Background: an optimization exercise with open tools, aiming at small area, a short achievable clock period and few clock cycles per item. Do not read the settings as production practice.
No functional check of the RTL was part of any run shown here.

===== flow/run.sh =====
#!/bin/bash
# synth_recipe.tcl (not shown) runs the flow's synth.tcl, then flattens the netlist and writes it again
# the make line also repeats each setting of config.mk as NAME=value (left out here)
make -C /OpenROAD-flow-scripts/flow DESIGN_CONFIG=/design/flow/config.mk WORK_HOME=/design/flow/orfs CLKGATE_MAP_FILE= SYNTH_SCRIPT=/design/flow/synth_recipe.tcl finish

===== flow/config.mk =====
export PLATFORM = sky130hd
export DESIGN_NAME = modular_exponentiation_top
export DESIGN_NICKNAME = modular_exponentiation_top
export VERILOG_FILES = /design/flow/design.v
export SDC_FILE = /design/flow/constraint.sdc
export NUM_CORES = 4
export LEC_CHECK = 0
export CAP_MARGIN = 20
export CORE_MARGIN = 2
export CORE_UTILIZATION = 60
export PLACE_DENSITY = 0.7
export SLEW_MARGIN = 20

===== flow/constraint.sdc =====
create_clock -name core_clock -period 10.0 [get_ports {clk_i}]
set_input_delay 2.0000 -clock core_clock [delete_from_list [all_inputs] [get_ports {clk_i}]]
set_output_delay 2.0000 -clock core_clock [all_outputs]
set_load 0.01 [all_outputs]

===== flow/design.v =====
`default_nettype none
package modexp_pkg;
  localparam int unsigned ModW   = 31;
  localparam int unsigned FieldW = 63;
  localparam logic [ModW-1:0] ModulusReset = 31'd1000000007;
  localparam logic [3:0] StIdle = 4'd0;    
  localparam logic [3:0] StNorm = 4'd1;    
  localparam logic [3:0] StRed  = 4'd2;    
  localparam logic [3:0] StRedR = 4'd3;    
  localparam logic [3:0] StCpaB = 4'd4;    
  localparam logic [3:0] StScnW = 4'd5;    
  localparam logic [3:0] StMul  = 4'd6;    
  localparam logic [3:0] StMulR = 4'd7;    
  localparam logic [3:0] StCpaM = 4'd8;    
  localparam logic [3:0] StFin  = 4'd9;    
  localparam logic [3:0] StCor1 = 4'd10;   
  localparam logic [3:0] StCor2 = 4'd11;   
  localparam logic [3:0] StCpaF = 4'd12;   
  localparam logic [3:0] StAcc  = 4'd13;   
  localparam logic [3:0] StZero = 4'd14;   
  localparam logic [3:0] StOne  = 4'd15;   
  typedef logic [ModW-1:0] mod_t;
endpackage
`default_nettype wire
`default_nettype none
module modexp_mulser (
  input  wire  [8:0] est_i,
  input  wire  [7:0] mbin_i,      
  output logic [7:0] t_o
);
  logic signed [8:0] est;
  logic signed [8:0] th [8];
  assign est = est_i;
  always_comb begin
    th[0] = ({9{mbin_i[0]}} & 9'h1c4) | ({9{mbin_i[1]}} & 9'h1bd) | ({9{mbin_i[2]}} & 9'h1b6) | ({9{mbin_i[3]}} & 9'h1af) | ({9{mbin_i[4]}} & 9'h1a8) | ({9{mbin_i[5]}} & 9'h1a1) | ({9{mbin_i[6]}} & 9'h19a) | ({9{mbin_i[7]}} & 9'h193);
    th[1] = ({9{mbin_i[0]}} & 9'h1d5) | ({9{mbin_i[1]}} & 9'h1d0) | ({9{mbin_i[2]}} & 9'h1cb) | ({9{mbin_i[3]}} & 9'h1c6) | ({9{mbin_i[4]}} & 9'h1c1) | ({9{mbin_i[5]}} & 9'h1bc) | ({9{mbin_i[6]}} & 9'h1b7) | ({9{mbin_i[7]}} & 9'h1b2);
    th[2] = ({9{mbin_i[0]}} & 9'h1e6) | ({9{mbin_i[1]}} & 9'h1e3) | ({9{mbin_i[2]}} & 9'h1e0) | ({9{mbin_i[3]}} & 9'h1dd) | ({9{mbin_i[4]}} & 9'h1da) | ({9{mbin_i[5]}} & 9'h1d7) | ({9{mbin_i[6]}} & 9'h1d4) | ({9{mbin_i[7]}} & 9'h1d1);
    th[3] = ({9{mbin_i[0]}} & 9'h1f7) | ({9{mbin_i[1]}} & 9'h1f6) | ({9{mbin_i[2]}} & 9'h1f5) | ({9{mbin_i[3]}} & 9'h1f4) | ({9{mbin_i[4]}} & 9'h1f3) | ({9{mbin_i[5]}} & 9'h1f2) | ({9{mbin_i[6]}} & 9'h1f1) | ({9{mbin_i[7]}} & 9'h1f0);
    th[4] = ({9{mbin_i[0]}} & 9'h008) | ({9{mbin_i[1]}} & 9'h009) | ({9{mbin_i[2]}} & 9'h00a) | ({9{mbin_i[3]}} & 9'h00b) | ({9{mbin_i[4]}} & 9'h00c) | ({9{mbin_i[5]}} & 9'h00d) | ({9{mbin_i[6]}} & 9'h00e) | ({9{mbin_i[7]}} & 9'h00f);
    th[5] = ({9{mbin_i[0]}} & 9'h019) | ({9{mbin_i[1]}} & 9'h01c) | ({9{mbin_i[2]}} & 9'h01f) | ({9{mbin_i[3]}} & 9'h022) | ({9{mbin_i[4]}} & 9'h025) | ({9{mbin_i[5]}} & 9'h028) | ({9{mbin_i[6]}} & 9'h02b) | ({9{mbin_i[7]}} & 9'h02e);
    th[6] = ({9{mbin_i[0]}} & 9'h02a) | ({9{mbin_i[1]}} & 9'h02f) | ({9{mbin_i[2]}} & 9'h034) | ({9{mbin_i[3]}} & 9'h039) | ({9{mbin_i[4]}} & 9'h03e) | ({9{mbin_i[5]}} & 9'h043) | ({9{mbin_i[6]}} & 9'h048) | ({9{mbin_i[7]}} & 9'h04d);
    th[7] = ({9{mbin_i[0]}} & 9'h03a) | ({9{mbin_i[1]}} & 9'h042) | ({9{mbin_i[2]}} & 9'h049) | ({9{mbin_i[3]}} & 9'h050) | ({9{mbin_i[4]}} & 9'h057) | ({9{mbin_i[5]}} & 9'h05e) | ({9{mbin_i[6]}} & 9'h065) | ({9{mbin_i[7]}} & 9'h06c);
  end
  for (genvar k = 0; k < 8; k++) begin : g_t
    assign t_o[k] = (est >= th[k]);
  end
endmodule
`default_nettype wire
`default_nettype none
module modular_exponentiation_top #(
  parameter int unsigned EXP_WIDTH = 64
) (
  input  wire          clk_i,
  input  wire          rst_ni,
  input  wire          s_axis_tvalid,
  output logic         s_axis_tready,
  input  wire  [127:0] s_axis_tdata,    
  output logic         m_axis_tvalid,
  input  wire          m_axis_tready,
  output logic [31:0]  m_axis_tdata,    
  input  wire          cfg_valid_i,
  output logic         cfg_ready_o,
  input  wire  [30:0]  cfg_data_i       
);
  localparam int unsigned EW = (EXP_WIDTH < modexp_pkg::FieldW) ? EXP_WIDTH : modexp_pkg::FieldW;
  logic [3:0]         st_q, st_d;
  modexp_pkg::mod_t   mod_q;
  logic [4:0]         sh_q;           
  logic [34:0]        s_q, c_q;       
  logic [31:0]        r_q, b_q;       
  logic [2:0]         dig_q;          
  logic [4:0]         k_q;            
  logic               mulb_q;         
  logic signed [6:0]  eidx_q;         
  logic               ebit_q;         
  logic               found_q;        
  logic               ezero_q;        
  logic signed [1:0]  qf_q;           
  logic               sub_q;          
  logic               ovld_q;
  logic               acc_q;
  logic               first_q;        
  logic [7:0]         binh_q;         
  logic [63:0]        base;
  logic [63:0]        expo;
  assign base = {1'b0, s_axis_tdata[62:0]};
  assign expo = 64'(s_axis_tdata[modexp_pkg::FieldW +: EW]);
  assign cfg_ready_o   = 1'b1;
  assign s_axis_tready = acc_q;
  assign m_axis_tvalid = ovld_q;
  assign m_axis_tdata  = {1'b0, r_q[30:0]};
  logic        red;
  logic [7:0]  t_tab, t;
  logic [8:0]  est_q;            
  logic [31:0] y;
  logic        b_one, b_two, b_neg;
  logic [34:0] ysx, ymag, xy;
  logic [34:0] s4, c4, s1, c1, s3, c3;
  logic [34:0] row;
  logic [32:0] mag, m3_q;         
  logic        q_1, q_2, q_3, q_4, q_p;
  logic [34:0] sum;
  logic [31:0] r_new;
  assign red     = (st_q == modexp_pkg::StRed) || (st_q == modexp_pkg::StRedR) ||
                   (st_q == modexp_pkg::StOne) || (st_q == modexp_pkg::StZero);
  modexp_mulser u_qsel (
    .est_i (est_q),
    .mbin_i(binh_q),
    .t_o   (t_tab)
  );
  always_comb begin
    if (first_q)                         t = 8'b0000_1111;
    else if (st_q != modexp_pkg::StCor2) t = t_tab;
    else if (qf_q == 2'sd1)              t = 8'b0001_1111;
    else if (qf_q == -2'sd1)             t = 8'b0000_0111;
    else                                 t = 8'b0000_1111;
  end
  always_comb begin
    q_1 = (t[4] & !t[5]) | (t[2] & !t[3]);
    q_2 = (t[5] & !t[6]) | (t[1] & !t[2]);
    q_3 = (t[6] & !t[7]) | (t[0] & !t[1]);
    q_4 = t[7] | !t[0];
    q_p = t[4];
  end
  assign y     = mulb_q ? b_q : r_q;
  assign b_one = !red && (dig_q[1] ^ dig_q[0]);
  assign b_two = !red && ((dig_q == 3'b100) || (dig_q == 3'b011));
  assign b_neg = !red && dig_q[2];
  assign ysx   = {{3{y[31]}}, y};
  assign ymag  = b_two ? {ysx[33:0], 1'b0} : (b_one ? ysx : '0);
  assign xy    = b_neg ? ~ymag : ymag;
  assign s4 = {(first_q ? 33'd0 : s_q[32:0]), 1'b0, b_neg};
  assign c4 = {(first_q ? 33'd0 : c_q[32:0]), (red ? dig_q[1:0] : 2'b00)};
  assign s1 = s4 ^ c4 ^ xy;
  assign c1 = {((s4 & c4) | (s4 & xy) | (c4 & xy)), q_p};
  assign mag = ({33{q_1}} & {2'b00, mod_q}) | ({33{q_2}} & {1'b0, mod_q, 1'b0}) |
               ({33{q_3}} & m3_q) | ({33{q_4}} & {mod_q, 2'b00});
  assign row = q_p ? ~{mag, 2'b00} : {mag, 2'b00};
  assign s3 = s1 ^ c1 ^ row;
  assign c3 = {((s1 & c1) | (s1 & row) | (c1 & row)), 1'b0};
  assign sum   = s_q + c_q;
  assign r_new = sum[33:2];
  logic step, cpa, cpa_b;
  assign step = (st_q == modexp_pkg::StRed)  || (st_q == modexp_pkg::StRedR) ||
                (st_q == modexp_pkg::StMul)  || (st_q == modexp_pkg::StMulR) ||
                (st_q == modexp_pkg::StCor1) || (st_q == modexp_pkg::StCor2) ||
                (st_q == modexp_pkg::StOne)  || (st_q == modexp_pkg::StZero);
  assign cpa   = (st_q == modexp_pkg::StCpaB) || (st_q == modexp_pkg::StCpaM) ||
                 ((st_q == modexp_pkg::StCpaF) && !(sub_q && sum[34]));
  assign cpa_b = (st_q == modexp_pkg::StCpaB);
  logic       scan_done, scan_last;
  logic [3:0] loop_st;
  assign scan_done = found_q || ezero_q;
  always_comb begin
    if (found_q) loop_st = eidx_q[6] ? modexp_pkg::StFin : modexp_pkg::StMul;
    else         loop_st = modexp_pkg::StOne;
  end
  always_comb begin
    st_d = st_q;
    case (st_q)
      modexp_pkg::StIdle: begin
        if (s_axis_tvalid && (!ovld_q || m_axis_tready)) begin
          if (mod_q[30:1] == '0)  st_d = modexp_pkg::StZero;
          else if (!mod_q[30])    st_d = modexp_pkg::StNorm;
          else                    st_d = modexp_pkg::StRed;
        end
      end
      modexp_pkg::StNorm: if (mod_q[29]) st_d = modexp_pkg::StRed;
      modexp_pkg::StRed:  if (k_q == 5'd0) st_d = modexp_pkg::StRedR;
      modexp_pkg::StRedR: st_d = modexp_pkg::StCpaB;
      modexp_pkg::StCpaB: st_d = scan_done ? loop_st : modexp_pkg::StScnW;
      modexp_pkg::StScnW: if (scan_done) st_d = loop_st;
      modexp_pkg::StMul:  if (k_q == 5'd0) st_d = modexp_pkg::StMulR;
      modexp_pkg::StMulR: st_d = modexp_pkg::StCpaM;
      modexp_pkg::StCpaM: begin
        if (!mulb_q && ebit_q)    st_d = modexp_pkg::StMul;
        else if (eidx_q == 7'sd0) st_d = modexp_pkg::StFin;
        else                      st_d = modexp_pkg::StMul;
      end
      modexp_pkg::StFin: begin
        if (r_q[31] || (sh_q != 5'd0)) st_d = modexp_pkg::StCor1;
        else                           st_d = modexp_pkg::StAcc;
      end
      modexp_pkg::StCor1: st_d = modexp_pkg::StCor2;
      modexp_pkg::StCor2: st_d = modexp_pkg::StCpaF;
      modexp_pkg::StCpaF: st_d = modexp_pkg::StFin;
      modexp_pkg::StAcc:  if (s_axis_tvalid) st_d = modexp_pkg::StIdle;
      modexp_pkg::StZero: st_d = modexp_pkg::StCpaF;
      modexp_pkg::StOne:  st_d = modexp_pkg::StCor2;
      default:            st_d = modexp_pkg::StIdle;
    endcase
  end
  always_ff @(posedge clk_i or negedge rst_ni) begin
    if (!rst_ni) begin
      st_q   <= modexp_pkg::StIdle;
      ovld_q <= 1'b0;
      acc_q  <= 1'b0;
      first_q <= 1'b1;
    end else begin
      first_q <= !step;
      st_q  <= st_d;
      acc_q <= (st_d == modexp_pkg::StAcc);
      if (m_axis_tvalid && m_axis_tready) ovld_q <= 1'b0;
      if (s_axis_tvalid && s_axis_tready) ovld_q <= 1'b1;
    end
  end
  always_ff @(posedge clk_i or negedge rst_ni) begin
    if (!rst_ni) begin
      mod_q <= modexp_pkg::ModulusReset;
    end else if (cfg_valid_i) begin
      mod_q <= cfg_data_i;
    end else if (st_q == modexp_pkg::StNorm && !mod_q[30]) begin
      mod_q <= {mod_q[29:0], 1'b0};
    end else if (st_q == modexp_pkg::StFin && !r_q[31] && sh_q != 5'd0) begin
      mod_q <= {1'b0, mod_q[30:1]};
    end
  end
  logic [2:0] rwin, bwin;
  logic [32:0] rext;
  assign rext = {r_q, 1'b0};
  always_comb begin
    rwin = 3'b000;
    for (int j = 0; j < 15; j++) begin
      if (k_q == 5'(j + 1)) rwin = rext[2*j+2 -: 3];
    end
    bwin = 3'b000;
    for (int j = 0; j < 31; j++) begin
      if (k_q == 5'(j + 1)) bwin = {1'b0, base[2*j+1 -: 2]};
    end
  end
  logic esel;
  assign esel = expo[eidx_q[5:0]];
  always_ff @(posedge clk_i) begin
    s_q   <= s3;
    c_q   <= c3;
    est_q <= s1[34:26] + c1[34:26] + row[34:26];
    binh_q <= 8'b1 << mod_q[29:27];
    m3_q   <= {2'b00, mod_q} + {1'b0, mod_q, 1'b0};
    if (cpa)   r_q <= r_new;
    if (cpa_b) b_q <= r_new;
    case (st_q)
      modexp_pkg::StIdle: begin
        dig_q <= {2'b00, base[62] && (mod_q[30:1] != '0)};
        k_q   <= 5'd31;
      end
      modexp_pkg::StRed, modexp_pkg::StMul: begin
        dig_q <= (k_q == 5'd0) ? 3'b000 : ((st_q == modexp_pkg::StRed) ? bwin : rwin);
        k_q   <= k_q - 5'd1;
      end
      modexp_pkg::StCpaB, modexp_pkg::StCpaM: begin
        dig_q <= (st_q == modexp_pkg::StCpaB && scan_done && !found_q) ? 3'b001 : r_new[31:29];
        k_q   <= 5'd15;
      end
      modexp_pkg::StScnW: begin
        dig_q <= (scan_done && !found_q) ? 3'b001 : r_q[31:29];
        k_q   <= 5'd15;
      end
      modexp_pkg::StFin:  dig_q <= 3'b001;
      modexp_pkg::StNorm: ;
      default:            dig_q <= 3'b000;
    endcase
    if (st_q == modexp_pkg::StCpaM) mulb_q <= !mulb_q && ebit_q;
    else if (st_q == modexp_pkg::StCpaB || st_q == modexp_pkg::StScnW ||
             st_q == modexp_pkg::StFin) mulb_q <= 1'b0;
    ebit_q <= (st_q == modexp_pkg::StIdle) ? 1'b0 : esel;
    if (st_q == modexp_pkg::StIdle) begin
      eidx_q  <= 7'sd62;
      found_q <= 1'b0;
      ezero_q <= 1'b0;
    end else if (!scan_done) begin
      if (ebit_q)                 found_q <= 1'b1;
      else if (eidx_q == -7'sd1)  ezero_q <= 1'b1;
      else                        eidx_q  <= eidx_q - 7'sd1;
    end else if (st_q == modexp_pkg::StCpaM && !(!mulb_q && ebit_q)) begin
      eidx_q <= eidx_q - 7'sd1;
    end
    if (st_q == modexp_pkg::StIdle) sh_q <= 5'd0;
    else if (st_q == modexp_pkg::StNorm && !mod_q[30]) sh_q <= sh_q + 5'd1;
    else if (st_q == modexp_pkg::StFin && !r_q[31] && sh_q != 5'd0) sh_q <= sh_q - 5'd1;
    if (st_q == modexp_pkg::StFin) begin
      qf_q  <= r_q[31] ? -2'sd1 : 2'sd1;
      sub_q <= !r_q[31];
    end else if (st_q == modexp_pkg::StCpaB || st_q == modexp_pkg::StScnW ||
                 st_q == modexp_pkg::StIdle) begin
      qf_q  <= 2'sd0;
      sub_q <= 1'b0;
    end
  end
endmodule
`default_nettype wire

==> results of run 1 <==
==> sequential cells by signal, summed over array words and instances (netlist names), 7 cells and up <==
| register | flops |
|---|---|
| m3_q | 33 |
| eidx_q | 7 |
| b_q | 32 |
| s_q | 34 |
| mod_q | 31 |
| binh_q | 8 |
| c_q | 34 |
| r_q | 32 |
| est_q | 9 |
==> synth_stat cells, types with 25 or more instances <==
master    instances  area share (%)
xor2_1           29             1.4
a21oi_1         169             4.5
nor2_1          172             3.5
mux2_2           29             1.8
edfxtp_1         76              12
dfxtp_1         133              14
a21o_1           40             1.6
o21ai_0         126             3.4
a22oi_1          40             1.6
a222oi_1         33             1.8
inv_1            84             1.7
xnor2_1         118             5.5
nand2_1         146             2.9
nand2b_1         25            0.84
nor3_1           41             1.1
nor2b_1          82             2.8
a21boi_0         33             1.3
buf_4            33             1.3
ha_1            139             9.3
nand3_1          27            0.72
clkbuf_1         81             1.6
fa_1             68             7.3
==> cell families (layout without fill, tap and decap cells) <==
family          after synthesis  count (layout)
flops                       247             247
other cells                   2               2
mux                          60              60
fa+ha+maj                   207             207
buf+inv                     218             348
simple gates                582             582
compound gates              559             559
xor+xnor                    147             147
==> placed cells by master (no fill, tap or decap), types with 12 or more instances in the layout <==
| master | synthesis | layout |
|---|---|---|
| xor2_1 | 29 | 29 |
| nand2b_1 | 25 | 25 |
| buf_4 | 33 | 16 |
| and3_1 | 13 | 13 |
| dfxtp_1 | 133 | 133 |
| nor2b_1 | 82 | 82 |
| a22oi_1 | 40 | 40 |
| nand3_1 | 27 | 27 |
| mux2_2 | 29 | 29 |
| a21oi_1 | 169 | 166 |
| inv_1 | 84 | 84 |
| nor2_1 | 172 | 170 |
| clkbuf_16 | 0 | 29 |
| o211ai_1 | 18 | 18 |
| nand2_1 | 146 | 146 |
| xnor2_1 | 118 | 118 |
| dfstp_2 | 17 | 17 |
| clkdlybuf4s50_1 | 0 | 192 |
| nor4_1 | 12 | 12 |
| fa_1 | 68 | 68 |
| nor3_1 | 41 | 40 |
| o21a_1 | 12 | 12 |
| o21ai_0 | 126 | 126 |
| mux4_2 | 20 | 20 |
| ha_1 | 139 | 139 |
| edfxtp_1 | 76 | 76 |
| a21boi_0 | 33 | 33 |
| a222oi_1 | 33 | 33 |
| a21o_1 | 40 | 40 |
| dfrtp_1 | 21 | 21 |
==> how the worst min path moves through the flow <==
| stage | startpoint | to | slack [ps] | cells after the start |
|---|---|---|---|---|
| 5_1_grt | mod_q[0] | m3_q[0] | 520 | 0 |
| 3_3_place_gp | ezero_q | ezero_q | 470 | 2 |
| 6_report | acc_q | ovld_q | 490 | 2 |
| 2_1_floorplan | mod_q[0] | m3_q[0] | 430 | 0 |
| 3_5_place_dp | acc_q | ovld_q | 480 | 2 |
| 4_1_cts | acc_q | ovld_q | 490 | 2 |
==> per-layer routing <==
| metal | global-route usage, % | part of all wire (%) | up-vias |
|---|---|---|---|
| li1 | - | - | 7424 |
| met1 | 41.34 | 44 | 7451 |
| met2 | 48.70 | 47 | 521 |
| met3 | 3.860 | 6.4 | 84 |
| met4 | 8.161 | 2.8 | 0 |
| met5 | 0 | 0 | - |
==> cell type report <==
| cell class | instances | area [um2] | area share, % |
|---|---|---|---|
| flip-flops and latches | 247 | 5917 | 27.38 |
| clock buffers | 36 | 752.0 | 3.480 |
| repair buffers | 211 | 2063 | 9.549 |
| multi-input cells | 1557 | 11850 | 54.82 |
| well taps | 396 | 495.5 | 2.293 |
| clock inverters | 16 | 215.2 | 0.9960 |
| inverters | 85 | 319.1 | 1.477 |
==> stage by stage <==
stage                     worst slack, ps  area [um2]  hold slack, ps  instances  utilization, %
after floorplan                      4822       18640           433.3       2022               -
after global placement               3728       20610           467.1       2495           67.39
after detailed placement             3626       20610           481.3       2495           67.39
after CTS                            3577       21580           494.6       2547           70.55
after global routing                 2992       21610           521.9       2548           70.64
final                                3501       21610           487.3       2548           70.64
==> worst max-delay path: stages, from the launching register on <==
cell and delay (ps):
dfxtp_1 380, or3_1 530, nor3_1 660, ha_1 330
nand3_1 120, nor3_1 220, a21oi_1 100, o211ai_1 170
a41oi_1 110, nor3_1 440, a21o_1 660, a21boi_0 270
xnor2_1 410, fa_1 530, ha_1 310, a21o_1 180
a21oi_1 220, o21bai_1 90, a21oi_1 230, o21ai_0 160
xnor2_1 160, xnor2_1 130
==> summary.md, run 1 <==
| Metric | Value |
|---|---|
| Status | `no timing/DRC/antenna violations` |
| Root Buffer | `clkbuf_16` |
| Worst setup EP type | `flop` |
| Clk_skew | `~11 ps` |
| Maxcap violations | `0` |
| Final setup TNS | `0 ps` |
| Max Clock Freq | `roughly 150 MHz` |
| Layout cells sized above 1 | `about 7.9%` |
| GRT overflow | `0` |
| RSZ-0062 raised after global routing | `no` |
| Synth Area per Inst | `slightly above 9 um2` |
| CTS tree | `yes` |
| CTS Sinks | `approximately 250` |
| Pin count of the biggest net entering global routing | `slightly below 70` |
| Post-Synth Simple-Gate Area | `15.07%` |
| Final Cycle Share | `around two thirds` |
| # diodes | `0` |
| Max clock buf depth | `3` |
| WL/cell | `18.99 um` |
| ANT nets after route | `0` |
| IO Port Bufs | `194` |
| Routability congestion estimate | `roughly 0.93` |
| First-pass GRT wire length | `79.02 mm` |
| Final HPWL DP | `between 30 and 40 mm` |
| Post-Synthesis Cells | `approximately 2k` |
| Yosys warnings | `3` |
| Rows | `64` |
| FF-to-FF path depth | `21` |
| H-tree depth | `1` |
| Routed WL | `between 40 and 50 mm` |
| Mux contribution to synthesized area | `~4.8%` |
| Main combinational cell family by area after synthesis | `compound AO/OA/AOI/OAI gates` |
| EDFF count, synth | `76` |
| Number of setup buffers added after CTS | `0` |
| Crit Path Category | `reg -> reg` |
| Synthesis-to-finish area growth | `15.92%` |
| Hold Path Class | `reg -> reg` |
| Clock Latency Late Sink | `approximately 550 ps` |
| Die X-Extent | `approximately 180 um` |
| Post-Synthesis Cell Area | `18640 um2` |
| DR pass1 iterations | `8` |
| Via-to-Cell Ratio | `between 6 and 7` |
| Number of global-route vias before repair | `between 15k and 20k` |
| Seq/Total Area, Yosys | `a little under a third` |
| Worst setup path start | `binh_q[5]` |
| Die ar. | `roughly 32000 um2` |
| Asr flop ratio synth | `roughly 15%` |
| Total CTS buffers | `28` |
| # IOs | `a little under 200` |
| Worst-Margin Slew | `~1000 ps` |
| Fin. max-slew vios | `0` |
| Synthesized net count | `about 2.4k` |
| Reg2reg end | `est_q[8]` |
| Worst path arrival time | `6930 ps` |
| Dominant synthesized flop cell | `dfxtp_1` |
| Core Footprint | `30590 um2` |
| Setup slack, reg-to-reg | `roughly 3500 ps` |
| Post-CTS Hold Fix Bufs | `0` |
| Worst EP required | `between 10000 and 15000 ps` |
| Final setup violation count | `0` |
| Synth Register Bits | `around 250` |
| CTS resizes | `0` |
| Antenna violations before repair | `0` |
| NumNets Final | `2501` |
| Fin. Hold Viols | `0` |
| Worst slew margin | `31.95%` |
| Worst R2R Start | `binh_q[5]` |
| Drt drc | `0` |
| Post-Synth XOR/XNOR Area | `~7%` |
| Starting DRC count in detailed routing | `approximately 1.2k` |
| CP max FO | `30` |
| Crit path capture | `est_q[8]` |
| Fillers | `about 2.4k` |
| Gr usage total | `between 20 and 30%` |
| Starting Density | `between 60% and 70%` |
| Yosys cell types | `a little under 90` |
| Die Ht | `~180 um` |
| Critical Path Start Type | `flop` |
| Adder-Cell Fraction of Synth Area | `between 15 and 20%` |
| Vias post-DR | `15.48k` |
| Min Tclk post-route | `roughly 6500 ps` |
| Clk slew on worst S/H paths | `60 ps` |
| Compound-Gate Fraction of Synth Area | `between 10% and 20%` |
==> run 2, diff against run 1 <==
--- a/flow/config.mk
+++ b/flow/config.mk
@@ -11,2 +11,3 @@
 export PLACE_DENSITY = 0.7
+export SETUP_SLACK_MARGIN = 5
 export SLEW_MARGIN = 20
==> run 2 against run 1 <==
Critical endpoint is now est_q[7]. Clock-buffer cell count grew 4. First-iteration DRC count increased by 2.1%. Sequential share of layout area down 0.73 points. Highest routed layer unchanged. Critical path depth grew 1. Utilization rose by 2.1 points. Register-to-register slack improved by 1400 ps. Global-route usage up 0.98 points. Clock skew is 4.5 ps higher.
==> summary.md, run 2 <==
| Metric | Value |
|---|---|
| Antenna violations before repair | `0` |
| Cell taking the most area after synthesis | `dfxtp_1` |
| CP peak stage delay | `520 ps` |
| Critical path, cell by cell | `or3_4 > nor3_4 > buf_6 > ha_4 > nand2_2 > nor2_1 > o21ai_0 > o41a_1 > o32ai_4 > buf_6 > a222oi_1 > a21boi_2 > xor2_2 > fa_1 > inv_2 > ha_4 > fa_2 > a21o_1 > a21oi_2 > o21bai_1 > a21oi_1 > xnor2_1` |
| Post-Synthesis Cells | `2022` |
| Max clock buf depth | `3` |
| Final HPWL DP | `between 30 and 40 mm` |
| Gr usage total | `between 30% and 40%` |
| CP max FO | `10` |
| Commonest cells in the netlist | `nor2_1 (172), a21oi_1 (169), nand2_1 (146)` |
| Asr flop ratio synth | `between 10% and 20%` |
| Critical Path Start Type | `flop` |
| GRT overflow | `0` |
| DR pass1 iterations | `10` |
| Routed WL | `approximately 50 mm` |
| Dominant synthesized flop cell | `dfxtp_1` |
| Pin count of the biggest net entering global routing | `between 60 and 70` |
| Post-CTS Hold Fix Bufs | `0` |
| Die ar. | `around 32000 um2` |
| Post-placement cell area | `between 20000 and 25000 um2` |
| Worst R2R Start | `binh_q[2]` |
| Maxcap violations | `0` |
| CTS Sinks | `247` |
| # IOs | `roughly 200` |
| Clk slew on worst S/H paths | `60 ps` |
| IO Port Bufs | `around 190` |
| Clock Latency Late Sink | `~550 ps` |
| Hold endpoint | `ovld_q` |
| Status | `no timing/DRC/antenna violations` |
| Max Clock Freq | `~200 MHz` |
| Worst-Margin Slew | `between 1000 and 1500 ps` |
| Hold slack | `around 480 ps` |
| Most frequent cell after synthesis | `nor2_1` |
| NumNets Final | `around 2.5k` |
| Worst hold path depth | `2` |
| Number of global-route vias before repair | `approximately 16k` |
| Final setup violation count | `0` |
| Fin. max-slew vios | `0` |
| Min Tclk post-route | `roughly 5100 ps` |
| Critical path's slowest cell | `fa_1` |
| Crit Path Category | `reg -> reg` |
| CTS tree | `yes` |
| Vias post-DR | `between 15k and 20k` |
| Clk_skew | `roughly 15 ps` |
| EDFF count, synth | `76` |
| Yosys warnings | `3` |
| ANT nets after route | `0` |
| Most common cell after layout, fill and taps aside | `clkdlybuf4s50_1` |
| Core Footprint | `just over 30000 um2` |
| Worst setup EP type | `flop` |
| Starting Density | `between 60 and 70%` |
| Routability congestion estimate | `between 0.9 and 1` |
| Synth Register Bits | `between 200 and 250` |
| Starting DRC count in detailed routing | `around 1.2k` |
| Top cells by area, synth | `dfxtp_1 (14%), edfxtp_1 (12%), ha_1 (9.3%)` |
| WL/cell | `approximately 20 um` |
| Via-to-Cell Ratio | `roughly 6.1` |
| Setup slack, reg-to-reg | `roughly 5000 ps` |
| Fin. Hold Viols | `0` |
| Layout cells sized above 1 | `a little under an eighth` |
| Top-area cell type share of the netlist area | `14.28%` |
| H-tree depth | `1` |
| RSZ-0062 raised after global routing | `yes` |
| Root Buffer | `clkbuf_16` |
| Die X-Extent | `~180 um` |
| Hold wc startpoint | `acc_q` |
| First-pass GRT wire length | `81.19 mm` |
| Synth Area per Inst | `a little over 9 um2` |
| Top Registers | `c_q: 34 flops, s_q: 34 flops, m3_q: 33 flops` |
| Final Cycle Share | `approximately half` |
| Total CTS buffers | `28` |
| Worst slew margin | `between 20 and 30%` |
| Worst EP required | `10430 ps` |
| Hold Path Class | `reg -> reg` |
| Synthesized net count | `2393` |
| # diodes | `0` |
| Reg2reg end | `est_q[7]` |
| Seq/Total Area, Yosys | `31.74%` |
| Commonest non-fill, non-tap cells in the layout | `clkdlybuf4s50_1 (192), nor2_1 (170), a21oi_1 (160), nand2_1 (143), ha_1 (133)` |
| Drt drc | `0` |
| Worst path arrival time | `approximately 5500 ps` |
| Rows | `64` |
| Synthesis-to-finish area growth | `19.38%` |
| Final setup TNS | `0 ps` |
| Finished Cell Area | `22250 um2` |
| Post-Synthesis Cell Area | `about 19000 um2` |
| FF-to-FF path depth | `22` |
| Yosys cell types | `a little under 90` |
| Die Ht | `~180 um` |
run 2: cell counts after synthesis:
Identical to the previous run, type by type.
run 2: through the flow:
| step | std cells | util, % | setup WS, ps |
|---|---|---|---|
| floorplan | 2022 | - | 4973 |
| global placement | 2495 | 67.44 | 3980 |
| detailed placement | 2495 | 67.44 | 3911 |
| CTS | 2572 | 72.21 | 4984 |
| global route | 2581 | 72.75 | 4783 |
| finish | 2581 | 72.75 | 4934 |
run 2: worst max-delay path by stage:
stage,cells after the start,slack [ps],end,startpoint
after floorplan,24,4970,est_q[7],binh_q[2]
after global placement,21,3980,est_q[8],binh_q[2]
after detailed placement,21,3910,est_q[8],binh_q[2]
after CTS,22,4980,est_q[7],binh_q[4]
after global routing,22,4780,est_q[7],binh_q[2]
final,22,4930,est_q[7],binh_q[2]
run 2: logic make-up after synthesis:
| kind of cell | share of synthesized area (%) |
|---|---|
| flops | 31.74 |
| xor+xnor | 6.907 |
| compound gates | 19.71 |
| fa+ha+maj | 16.63 |
| simple gates | 15.07 |
| other cells | 0.04029 |
| buf+inv | 5.142 |
| mux | 4.759 |
run 2: per-layer routing:
metal | routed length (um) | track usage (%) | up-vias
li1 | - | - | 7498
met1 | 21980 | 41.97 | 7490
met2 | 23550 | 50.98 | 609
met3 | 3364 | 4.062 | 99
met4 | 1438 | 8.742 | 0
met5 | 0 | 0 | -
run 2: worst max-delay path, delay by kind of cell, from the launching register on:
family / cells / cell delay (ps)
compound gates: 9 / 1900
fa+ha+maj: 4 / 1270
simple gates: 4 / 810
buf+inv: 3 / 390
flops: 1 / 370
xor+xnor: 2 / 210
run 2: repair_timing:
item                       4_1_cts  5_1_grt
pin swaps                       21       30
resized for setup               53       19
cloned                           4        0
setup endpoints to repair        7        4
buffers inserted                21        9
run 2: layout make-up:
| cell class | count | area [um2] |
|---|---|---|
| inverters | 85 | 319.1 |
| multi-input cells | 1561 | 12190 |
| well taps | 396 | 495.5 |
| repair buffers | 240 | 2326 |
| clock inverters | 12 | 150.1 |
| fillers | 2324 | 8337 |
| flip-flops and latches | 247 | 5932 |
| clock buffers | 40 | 842.1 |
==> run 3, diff against run 2 <==
--- a/flow/design.v
+++ b/flow/design.v
@@ -27,3 +27,3 @@
   input  wire  [8:0] est_i,
-  input  wire  [7:0] mbin_i,      
+  input  wire  [2:0] mbin_i,
   output logic [7:0] t_o
@@ -34,10 +34,10 @@
   always_comb begin
-    th[0] = ({9{mbin_i[0]}} & 9'h1c4) | ({9{mbin_i[1]}} & 9'h1bd) | ({9{mbin_i[2]}} & 9'h1b6) | ({9{mbin_i[3]}} & 9'h1af) | ({9{mbin_i[4]}} & 9'h1a8) | ({9{mbin_i[5]}} & 9'h1a1) | ({9{mbin_i[6]}} & 9'h19a) | ({9{mbin_i[7]}} & 9'h193);
-    th[1] = ({9{mbin_i[0]}} & 9'h1d5) | ({9{mbin_i[1]}} & 9'h1d0) | ({9{mbin_i[2]}} & 9'h1cb) | ({9{mbin_i[3]}} & 9'h1c6) | ({9{mbin_i[4]}} & 9'h1c1) | ({9{mbin_i[5]}} & 9'h1bc) | ({9{mbin_i[6]}} & 9'h1b7) | ({9{mbin_i[7]}} & 9'h1b2);
-    th[2] = ({9{mbin_i[0]}} & 9'h1e6) | ({9{mbin_i[1]}} & 9'h1e3) | ({9{mbin_i[2]}} & 9'h1e0) | ({9{mbin_i[3]}} & 9'h1dd) | ({9{mbin_i[4]}} & 9'h1da) | ({9{mbin_i[5]}} & 9'h1d7) | ({9{mbin_i[6]}} & 9'h1d4) | ({9{mbin_i[7]}} & 9'h1d1);
-    th[3] = ({9{mbin_i[0]}} & 9'h1f7) | ({9{mbin_i[1]}} & 9'h1f6) | ({9{mbin_i[2]}} & 9'h1f5) | ({9{mbin_i[3]}} & 9'h1f4) | ({9{mbin_i[4]}} & 9'h1f3) | ({9{mbin_i[5]}} & 9'h1f2) | ({9{mbin_i[6]}} & 9'h1f1) | ({9{mbin_i[7]}} & 9'h1f0);
-    th[4] = ({9{mbin_i[0]}} & 9'h008) | ({9{mbin_i[1]}} & 9'h009) | ({9{mbin_i[2]}} & 9'h00a) | ({9{mbin_i[3]}} & 9'h00b) | ({9{mbin_i[4]}} & 9'h00c) | ({9{mbin_i[5]}} & 9'h00d) | ({9{mbin_i[6]}} & 9'h00e) | ({9{mbin_i[7]}} & 9'h00f);
-    th[5] = ({9{mbin_i[0]}} & 9'h019) | ({9{mbin_i[1]}} & 9'h01c) | ({9{mbin_i[2]}} & 9'h01f) | ({9{mbin_i[3]}} & 9'h022) | ({9{mbin_i[4]}} & 9'h025) | ({9{mbin_i[5]}} & 9'h028) | ({9{mbin_i[6]}} & 9'h02b) | ({9{mbin_i[7]}} & 9'h02e);
-    th[6] = ({9{mbin_i[0]}} & 9'h02a) | ({9{mbin_i[1]}} & 9'h02f) | ({9{mbin_i[2]}} & 9'h034) | ({9{mbin_i[3]}} & 9'h039) | ({9{mbin_i[4]}} & 9'h03e) | ({9{mbin_i[5]}} & 9'h043) | ({9{mbin_i[6]}} & 9'h048) | ({9{mbin_i[7]}} & 9'h04d);
-    th[7] = ({9{mbin_i[0]}} & 9'h03a) | ({9{mbin_i[1]}} & 9'h042) | ({9{mbin_i[2]}} & 9'h049) | ({9{mbin_i[3]}} & 9'h050) | ({9{mbin_i[4]}} & 9'h057) | ({9{mbin_i[5]}} & 9'h05e) | ({9{mbin_i[6]}} & 9'h065) | ({9{mbin_i[7]}} & 9'h06c);
+    th[0] = (mbin_i == 3'd0) ? -9'sd60 : (mbin_i == 3'd1) ? -9'sd67 : (mbin_i == 3'd2) ? -9'sd74 : (mbin_i == 3'd3) ? -9'sd81 : (mbin_i == 3'd4) ? -9'sd88 : (mbin_i == 3'd5) ? -9'sd95 : (mbin_i == 3'd6) ? -9'sd102 : -9'sd109;
+    th[1] = (mbin_i == 3'd0) ? -9'sd43 : (mbin_i == 3'd1) ? -9'sd48 : (mbin_i == 3'd2) ? -9'sd53 : (mbin_i == 3'd3) ? -9'sd58 : (mbin_i == 3'd4) ? -9'sd63 : (mbin_i == 3'd5) ? -9'sd68 : (mbin_i == 3'd6) ? -9'sd73 : -9'sd78;
+    th[2] = (mbin_i == 3'd0) ? -9'sd26 : (mbin_i == 3'd1) ? -9'sd29 : (mbin_i == 3'd2) ? -9'sd32 : (mbin_i == 3'd3) ? -9'sd35 : (mbin_i == 3'd4) ? -9'sd38 : (mbin_i == 3'd5) ? -9'sd41 : (mbin_i == 3'd6) ? -9'sd44 : -9'sd47;
+    th[3] = (mbin_i == 3'd0) ? -9'sd9 : (mbin_i == 3'd1) ? -9'sd10 : (mbin_i == 3'd2) ? -9'sd11 : (mbin_i == 3'd3) ? -9'sd12 : (mbin_i == 3'd4) ? -9'sd13 : (mbin_i == 3'd5) ? -9'sd14 : (mbin_i == 3'd6) ? -9'sd15 : -9'sd16;
+    th[4] = (mbin_i == 3'd0) ? 9'sd8 : (mbin_i == 3'd1) ? 9'sd9 : (mbin_i == 3'd2) ? 9'sd10 : (mbin_i == 3'd3) ? 9'sd11 : (mbin_i == 3'd4) ? 9'sd12 : (mbin_i == 3'd5) ? 9'sd13 : (mbin_i == 3'd6) ? 9'sd14 : 9'sd15;
+    th[5] = (mbin_i == 3'd0) ? 9'sd25 : (mbin_i == 3'd1) ? 9'sd28 : (mbin_i == 3'd2) ? 9'sd31 : (mbin_i == 3'd3) ? 9'sd34 : (mbin_i == 3'd4) ? 9'sd37 : (mbin_i == 3'd5) ? 9'sd40 : (mbin_i == 3'd6) ? 9'sd43 : 9'sd46;
+    th[6] = (mbin_i == 3'd0) ? 9'sd42 : (mbin_i == 3'd1) ? 9'sd47 : (mbin_i == 3'd2) ? 9'sd52 : (mbin_i == 3'd3) ? 9'sd57 : (mbin_i == 3'd4) ? 9'sd62 : (mbin_i == 3'd5) ? 9'sd67 : (mbin_i == 3'd6) ? 9'sd72 : 9'sd77;
+    th[7] = (mbin_i == 3'd0) ? 9'sd58 : (mbin_i == 3'd1) ? 9'sd66 : (mbin_i == 3'd2) ? 9'sd73 : (mbin_i == 3'd3) ? 9'sd80 : (mbin_i == 3'd4) ? 9'sd87 : (mbin_i == 3'd5) ? 9'sd94 : (mbin_i == 3'd6) ? 9'sd101 : 9'sd108;
   end
@@ -82,3 +82,3 @@
   logic               first_q;        
-  logic [7:0]         binh_q;         
+  logic [2:0]         mbin_q;         
   logic [63:0]        base;
@@ -93,3 +93,3 @@
   logic [7:0]  t_tab, t;
-  logic [8:0]  est_q;            
+  logic [8:0]  est_q, est_d;     
   logic [31:0] y;
@@ -107,3 +107,3 @@
     .est_i (est_q),
-    .mbin_i(binh_q),
+    .mbin_i(mbin_q),
     .t_o   (t_tab)
@@ -140,2 +140,21 @@
   assign c3 = {((s1 & c1) | (s1 & row) | (c1 & row)), 1'b0};
+  always_comb begin
+    logic [8:0] ea, eb, ec, es, ecy, ep, eg, gg, pp;
+    ea  = s1[34:26];
+    eb  = c1[34:26];
+    ec  = row[34:26];
+    es  = ea ^ eb ^ ec;
+    ecy = {((ea[7:0] & eb[7:0]) | (ea[7:0] & ec[7:0]) | (eb[7:0] & ec[7:0])), 1'b0};
+    ep  = es ^ ecy;
+    eg  = es & ecy;
+    gg  = eg;
+    pp  = ep;
+    for (int d = 1; d < 9; d = d * 2) begin
+      for (int i = 8; i >= d; i--) begin
+        gg[i] = gg[i] | (pp[i] & gg[i-d]);
+        pp[i] = pp[i] & pp[i-d];
+      end
+    end
+    est_d = ep ^ {gg[7:0], 1'b0};
+  end
   assign sum   = s_q + c_q;
@@ -235,4 +254,4 @@
     c_q   <= c3;
-    est_q <= s1[34:26] + c1[34:26] + row[34:26];
-    binh_q <= 8'b1 << mod_q[29:27];
+    est_q <= est_d;
+    mbin_q <= mod_q[29:27];
     m3_q   <= {2'b00, mod_q} + {1'b0, mod_q, 1'b0};
==> flow/flow/run.sh (new file) <==
#!/bin/bash
# Standard ORFS layout (the standard.sh, standard synthesis) with a larger
# setup margin for timing repair; make's output goes to make_finish.log.
set -euo pipefail
bash standard.sh SETUP_SLACK_MARGIN=6 finish > make_finish.log 2>&1
==> flow/standard.sh (new file) <==
#!/bin/bash
# synth_recipe.tcl (not shown) runs the flow's synth.tcl, then flattens the netlist and writes it again
# the make line also repeats each setting of config.mk as NAME=value (left out here)
make -C /OpenROAD-flow-scripts/flow DESIGN_CONFIG=/design/flow/config.mk WORK_HOME=/design/flow/orfs CLKGATE_MAP_FILE= SYNTH_SCRIPT=/design/flow/synth_recipe.tcl "${@:-finish}"
--- a/flow/config.mk
+++ b/flow/config.mk
@@ -9,5 +9,3 @@
 export CORE_MARGIN = 2
-export CORE_UTILIZATION = 60
-export PLACE_DENSITY = 0.7
-export SETUP_SLACK_MARGIN = 5
+export CORE_UTILIZATION = 40
 export SLEW_MARGIN = 20
removed: flow/run.sh
==> run 3 against run 2 <==
Setup slack better by 330 ps. Utilization down 24 points. Die area up 49%. Synthesized area down 0.12%. Via count down 1.7%. Clock skew up 11 ps. Final area up 1.3%. Critical endpoint unchanged.
==> summary.md, run 3 <==
| Metric | Value |
|---|---|
| CP peak stage delay | `590 ps` |
| Post-Synthesis Cells | `a little over 2k` |
| Via-to-Cell Ratio | `roughly 5.4` |
| Final setup TNS | `0 ps` |
| Top-area cell type share of the netlist area | `13.76%` |
| Clk slew on worst S/H paths | `~60 ps` |
| Starting DRC count in detailed routing | `roughly 1.2k` |
| Clk_skew | `26.14 ps` |
| CTS Sinks | `~240` |
| Final Cycle Share | `approximately 47%` |
| Synthesis-to-finish area growth | `21.08%` |
| Worst-Margin Slew | `1087 ps` |
| Root Buffer | `clkbuf_16` |
| # IOs | `between 150 and 200` |
| Fin. Hold Viols | `0` |
| Asr flop ratio synth | `approximately 16%` |
| Top Registers | `c_q: 34 flops, s_q: 34 flops, m3_q: 33 flops` |
| Critical Path Start Type | `flop` |
| H-tree depth | `1` |
| Top cells by area, synth | `dfxtp_1 (14%), edfxtp_1 (12%), ha_1 (9.1%)` |
| Worst EP required | `between 10000 and 15000 ps` |
| Status | `no timing/DRC/antenna violations` |
| DR pass1 iterations | `9` |
| Post-Synthesis Cell Area | `between 15000 and 20000 um2` |
| Critical path, cell by cell | `and4b_1 > nor2_1 > nand2_1 > nor3b_2 > a21o_4 > o32ai_4 > buf_6 > a222oi_1 > nand2_1 > xor2_1 > fa_1 > ha_4 > inv_2 > fa_2 > inv_2 > a21oi_2 > o21bai_1 > a21o_1 > a21oi_2 > xnor2_1` |
| Max clock buf depth | `3` |
| Worst setup EP type | `flop` |
| Starting Density | `between 40% and 50%` |
| Maxcap violations | `0` |
| Antenna violations before repair | `0` |
| Max Clock Freq | `211.3 MHz` |
| Die Ht | `~220 um` |
| Worst slew margin | `between 20% and 30%` |
| Yosys warnings | `3` |
| Fin. max-slew vios | `0` |
| WL/cell | `approximately 18 um` |
| # diodes | `0` |
| Worst path arrival time | `a little over 5000 ps` |
| Finished Layout Cells | `~2.8k` |
| Routed WL | `around 51 mm` |
| Core Footprint | `between 40000 and 50000 um2` |
| Number of global-route vias before repair | `between 15k and 20k` |
| Vias post-DR | `approximately 15k` |
| Rows | `between 70 and 80` |
| Critical path's slowest cell | `fa_1` |
| Final setup violation count | `0` |
| IO Port Bufs | `a little under 200` |
| CTS tree | `yes` |
| Synth Area per Inst | `9.007 um2` |
| Die X-Extent | `roughly 220 um` |
| Min Tclk post-route | `approximately 4700 ps` |
| EDFF count, synth | `76` |
| Layout cells sized above 1 | `11.03%` |
| Gr usage total | `roughly a fifth` |
| ANT nets after route | `0` |
| Seq/Total Area, Yosys | `31.24%` |
| Commonest cells in the netlist | `nand2_1 (200), a21oi_1 (177), nor2_1 (174)` |
| Synthesized net count | `~2.4k` |
| Drt drc | `0` |
| RSZ-0062 raised after global routing | `yes` |
| Cell taking the most area after synthesis | `dfxtp_1` |
| Die ar. | `roughly 48000 um2` |
| Hold Path Class | `reg -> reg` |
| CP max FO | `20` |
| Most frequent cell after synthesis | `nand2_1` |
| Commonest non-fill, non-tap cells in the layout | `nand2_1 (200), clkdlybuf4s50_1 (187), nor2_1 (170), a21oi_1 (164), ha_1 (129)` |
| First-pass GRT wire length | `around 80 mm` |
| Most common cell after layout, fill and taps aside | `nand2_1` |
| Dpl cells | `roughly 2.8k` |
| Crit Path Category | `reg -> reg` |
| Yosys cell types | `91` |
| Routability congestion estimate | `between 0.8 and 0.9` |
| Pin count of the biggest net entering global routing | `70` |
| NumNets Final | `between 2k and 3k` |
| Total CTS buffers | `29` |
| GRT overflow | `0` |
| Clock Latency Late Sink | `~570 ps` |
| Final HPWL DP | `around 38 mm` |
| Synth Register Bits | `about 240` |
| Dominant synthesized flop cell | `dfxtp_1` |
-- run 3: cell types whose count changed after synthesis, sizes merged, moves of 7 or more --
cell	previous run	this run
xor2	29	46
o21ai	129	112
mux2i	11	4
nand2	146	200
a21boi	37	2
xnor2	118	99
o211ai	18	11
a21oi	170	178
clkbuf	81	73
o22ai	4	14
inv	84	122
buf	52	62
o21a	12	19
-- run 3: area by class of cell --
cell class                 count  area (um2)
clock buffer                  37       797.0
clock inverter                16       219.0
fill                        4356       23720
inverter                     122       457.9
multi-input combinational   1570       12080
sequential                   242        5836
tap                          607       759.5
timing repair buffer         243        2391
-- run 3: per-stage QoR --
stage	setup WS [ps]	hold slack (ps)	area (um2)	utilization, %
after floorplan	5329	422.9	18680	-
after global placement	4524	465.6	20890	45.15
after detailed placement	4445	481.9	20890	45.15
after CTS	5296	488.0	22330	48.27
after global routing	5045	499.5	22540	48.73
final	5268	479.4	22540	48.73
-- run 3: cells by family (layout without fill, tap and decap cells) --
| group | Yosys count | in the layout | synth area share (%) |
|---|---|---|---|
| buffers and inverters | 257 | 418 | 6.055 |
| XOR/XNOR | 145 | 145 | 6.821 |
| AND/OR/NAND/NOR | 629 | 630 | 16.30 |
| adder cells (fa/ha/maj) | 203 | 203 | 16.38 |
| multiplexers | 53 | 53 | 4.328 |
| AO/OA/AOI/OAI | 536 | 537 | 18.83 |
| other | 2 | 2 | 0.04034 |
| flip-flops | 242 | 242 | 31.24 |
-- run 3: per-layer routing --
layer | track usage (%) | share of wire (%) | up-vias
li1 | - | - | 7591
met5 | 0 | 0 | -
met3 | 2.443 | 5.4 | 71
met2 | 34.39 | 45 | 414
met4 | 4.966 | 2.8 | 0
met1 | 29.37 | 47 | 7352
-- run 3: critical path: cells and delay by family, from the launching register on --
family	cells	cell delay, ps
and+or+nand+nor	5	1290
buffers and inverters	3	250
AOI/OAI and AO/OA	7	1070
DFF	1	550
adders and majority gates	3	1130
xor gates and xnor gates	2	290
-- run 3: final timing paths --
kind / startpoint / to / slack (ps) / depth (start not counted)
max in group asynchronous: rst_ni / st_q[2] / 7730 / 1
worst max register to register: st_q[2] / est_q[7] / 5270 / 20
worst max-delay path: st_q[2] / est_q[7] / 5270 / 20
worst min-delay path: acc_q / ovld_q / 480 / 2
worst min register to register: acc_q / ovld_q / 480 / 2
min in group asynchronous: rst_ni / mod_q[10] / 1570 / 1
-- run 3: repair_timing --
| item | 4_1_cts | 5_1_grt |
|---|---|---|
| pin swaps | 38 | 31 |
| buffers inserted | 24 | 6 |
| setup endpoints to repair | 55 | 23 |
| resized for setup | 44 | 35 |
| hold buffers | 0 | 0 |
| cloned | 3 | 0 |
==> run 4, diff against run 3 <==
--- a/flow/design.v
+++ b/flow/design.v
@@ -103,4 +103,5 @@
   logic [31:0] r_new;
-  assign red     = (st_q == modexp_pkg::StRed) || (st_q == modexp_pkg::StRedR) ||
-                   (st_q == modexp_pkg::StOne) || (st_q == modexp_pkg::StZero);
+  logic       red_q, frc_q;
+  logic [7:0] tf_q;
+  assign red = red_q;
   modexp_mulser u_qsel (
@@ -110,9 +111,3 @@
   );
-  always_comb begin
-    if (first_q)                         t = 8'b0000_1111;
-    else if (st_q != modexp_pkg::StCor2) t = t_tab;
-    else if (qf_q == 2'sd1)              t = 8'b0001_1111;
-    else if (qf_q == -2'sd1)             t = 8'b0000_0111;
-    else                                 t = 8'b0000_1111;
-  end
+  assign t = frc_q ? tf_q : t_tab;
   always_comb begin
@@ -217,4 +212,13 @@
       first_q <= 1'b1;
+      red_q   <= 1'b0;
+      frc_q   <= 1'b1;
+      tf_q    <= 8'b0000_1111;
     end else begin
       first_q <= !step;
+      red_q   <= (st_d == modexp_pkg::StRed) || (st_d == modexp_pkg::StRedR) ||
+                 (st_d == modexp_pkg::StOne) || (st_d == modexp_pkg::StZero);
+      frc_q   <= !step || (st_d == modexp_pkg::StCor2);
+      if (step && qf_q == 2'sd1)       tf_q <= 8'b0001_1111;
+      else if (step && qf_q == -2'sd1) tf_q <= 8'b0000_0111;
+      else                             tf_q <= 8'b0000_1111;
       st_q  <= st_d;
==> run 4 against run 3 <==
Still clean on timing, DRC and antenna. Register-to-register slack improved by 290 ps. Setup slack improved by 290 ps. Synthesized cell count did not move. Utilization rose by 0.18 points.
==> summary.md, run 4 <==
| Metric | Value |
|---|---|
| Status | `no timing/DRC/antenna violations` |
| Final setup TNS | `0 ps` |
| Met2 Wirelength | `roughly 25 mm` |
| Worst setup EP type | `flop` |
| Top-area cell type share of the netlist area | `a little over an eighth` |
| Die X-Extent | `between 200 and 250 um` |
| CP max FO | `6` |
| Critical path's slowest cell | `fa_1` |
| Dpl cells | `between 2k and 3k` |
| Post-Synthesis Cells | `2067` |
| Post-route setup slack | `~5600 ps` |
| Worst path arrival time | `just under 5000 ps` |
| Top Registers | `c_q: 34 flops, s_q: 34 flops, m3_q: 33 flops` |
| Drt drc | `0` |
| Worst-Margin Slew | `1008 ps` |
| # diodes | `0` |
| EDFF count, synth | `76` |
| Clk_skew | `16.94 ps` |
| # IOs | `199` |
| Synthesis-to-finish area growth | `21.44%` |
| Pin count of the biggest net entering global routing | `65` |
| Clock Latency Late Sink | `roughly 560 ps` |
| Crit Path Category | `reg -> reg` |
| Pre-CTS WS | `4721 ps` |
| DR top layer | `met4` |
| Critical Path Start Type | `flop` |
| Yosys warnings | `3` |
| CTS tree | `yes` |
| CP peak stage delay | `roughly 520 ps` |
| Root Buffer | `clkbuf_16` |
| Seq/Total Area, Yosys | `31.70%` |
| Final HPWL DP | `40.15 mm` |
| Routability congestion estimate | `roughly 0.94` |
| IO Port Bufs | `between 150 and 200` |
| Min Tclk post-route | `around 4400 ps` |
| DR pass1 iterations | `5` |
| Yosys cell types | `between 80 and 90` |
| Via-to-Cell Ratio | `about 5.4` |
| Layout cells sized above 1 | `between 10% and 20%` |
| Dominant synthesized flop cell | `dfxtp_1` |
| Multi-input logic area | `12120 um2` |
| Worst EP required | `between 10000 and 15000 ps` |
| Sequential cell area | `approximately 5900 um2` |
| Cell taking the most area after synthesis | `dfxtp_1` |
| Asr flop ratio synth | `between 15 and 20%` |
| Synthesized net count | `~2.4k` |
| Critical path, cell by cell | `inv_4 > ha_4 > or3b_1 > a21oi_1 > o21a_1 > o211ai_2 > a31oi_4 > o221ai_4 > buf_4 > a222oi_1 > a21oi_1 > a31oi_1 > fa_1 > ha_4 > a21oi_2 > o21bai_1 > a21oi_2 > o21ai_2 > xnor2_2 > xnor2_1` |
| Max Clock Freq | `between 200 and 250 MHz` |
| Clk slew on worst S/H paths | `~60 ps` |
| Gr usage total | `22.06%` |
| GRT overflow | `0` |
| Vias post-DR | `approximately 16k` |
| Worst slew margin | `between 30 and 40%` |
| Core Footprint | `~46000 um2` |
| CTS Sinks | `roughly 250` |
| Antenna violations before repair | `0` |
| Final Cycle Share | `44.45%` |
| Finished Layout Cells | `~2.8k` |
| Routed wire length on met3 | `about 3.3 mm` |
| Total CTS buffers | `27` |
| WL/cell | `roughly 19 um` |
| Hold Path Class | `reg -> reg` |
| Post-Synthesis Cell Area | `between 15000 and 20000 um2` |
| Max clock buf depth | `3` |
| H-tree depth | `1` |
| NumNets Final | `between 2k and 3k` |
| Most frequent cell after synthesis | `a21oi_1` |
| Metal1 wirelength | `between 20 and 25 mm` |
| Fillers | `between 4k and 5k` |
| Maxcap violations | `0` |
| Synth Area per Inst | `approximately 9 um2` |
| Top cells by area, synth | `dfxtp_1 (14%), edfxtp_1 (12%), ha_1 (8.9%)` |
| Hold slack | `between 400 and 500 ps` |
| Commonest non-fill, non-tap cells in the layout | `a21oi_1 (192), clkdlybuf4s50_1 (192), nand2_1 (174), nor2_1 (159), ha_1 (127)` |
| Synth Register Bits | `246` |
| Final setup violation count | `0` |
| Rows | `79` |
| Routed WL | `about 55 mm` |
| Starting DRC count in detailed routing | `1053` |
| Fin. Hold Viols | `0` |
| Die ar. | `48420 um2` |
| Number of global-route vias before repair | `between 15k and 20k` |
| Starting Density | `just over 40%` |
| ANT nets after route | `0` |
| Die Ht | `220.1 um` |
| Commonest cells in the netlist | `a21oi_1 (203), nand2_1 (175), nor2_1 (164)` |
| Fin. max-slew vios | `0` |
| RSZ-0062 raised after global routing | `yes` |
| First-pass GRT wire length | `~83 mm` |
run 4: cells by family (layout without fill, tap and decap cells):
logic type / Yosys count / in the layout / share of synthesized area [%]
xor gates and xnor gates: 123 / 123 / 5.770
adders and majority gates: 201 / 201 / 16.20
AOI/OAI and AO/OA: 571 / 575 / 20.04
muxes: 57 / 57 / 4.490
buffers and inverters: 258 / 425 / 6.118
DFF: 246 / 246 / 31.70
and+or+nand+nor: 609 / 609 / 15.63
other: 2 / 2 / 0.04022
run 4: routing by layer:
metal | global-route usage (%) | vias up
li1 | - | 7675
met1 | 28.76 | 7274
met2 | 37.42 | 467
met3 | 2.788 | 86
met4 | 7.987 | 0
met5 | 0 | -
run 4: repair_timing:
action	4_1_cts	5_1_grt
endpoints found under the hold margin	0	0
hold buffers	0	0
cloned	7	0
setup endpoints to repair	9	27
buffers inserted	33	6
pin swaps	37	30
resized for setup	60	24
run 4: path summary, 6_finish.rpt:
kind	from	to	slack, ps	cells after the start
worst max-delay path	mbin_q[0]	est_q[8]	5560	20
worst min-delay path	qf_q[1]	tf_q[4]	440	1
worst max register to register	mbin_q[0]	est_q[8]	5560	20
worst min register to register	qf_q[1]	tf_q[4]	440	1
max in group asynchronous	rst_ni	st_q[0]	8140	1
min in group asynchronous	rst_ni	mod_q[7]	1430	1
run 4: critical path, delay by kind of cell (launching register included):
kind                       cells  cell delay [ps]
AOI/OAI and AO/OA             12             2040
adders and majority gates      3             1040
buffers and inverters          2              250
DFF                            1              420
xor gates and xnor gates       2              260
and+or+nand+nor                1              330
run 4: stage by stage:
stage / cell area (um2) / util [%]
5_1_grt: 22670 / 48.91
3_3_place_gp: 20930 / 45.14
4_1_cts: 22480 / 48.50
2_1_floorplan: 18760 / -
6_report: 22670 / 48.91
3_5_place_dp: 20940 / 45.16
run 4: final cells by class:
type / instances / area share [%]
clock buffers: 32 / 3.201
clock inverters: 18 / 0.6567
inverters: 118 / 1.987
multi-input cells: 1567 / 53.44
flip-flops and latches: 246 / 26.17
well taps: 607 / 3.350
repair buffers: 257 / 11.20

-- what the ideal ports hide --
In the flow no input, the clock included, has a driving cell. The finished layouts below were timed again as built, in two steps. Step 1: set_driving_cell puts a clkbuf_16 on clk_i and a buf_2 on each other input, an assumption about the parent block. Step 2 also shifts input and output timing later by t, the mid clock arrival at the registers, as if the neighbouring blocks saw the same clock. Slacks: ideal ports / drivers / drivers and shift; pairs: ideal ports / drivers.
run	t (ns)	slack for setup (ns)	latest minus earliest clock arrival (ns)	worst data-port slew with drivers (ns)	pins driven straight from the clock port
run 1	0.591	3.501 / 3.501 / 3.501	0.011 / 0.011	0.06	1
run 2	0.591	4.934 / 4.934 / 4.824	0.015 / 0.015	0.06	1
run 3	0.609	5.268 / 5.268 / 5.268	0.026 / 0.026	0.06	1
run 4	0.601	5.555 / 5.555 / 5.517	0.017 / 0.017	0.06	1
After both steps every run listed still meets setup and hold. The setup slack of run 2, which loses most, moves by 0.000 ns with the drivers and by -0.110 ns with both steps.
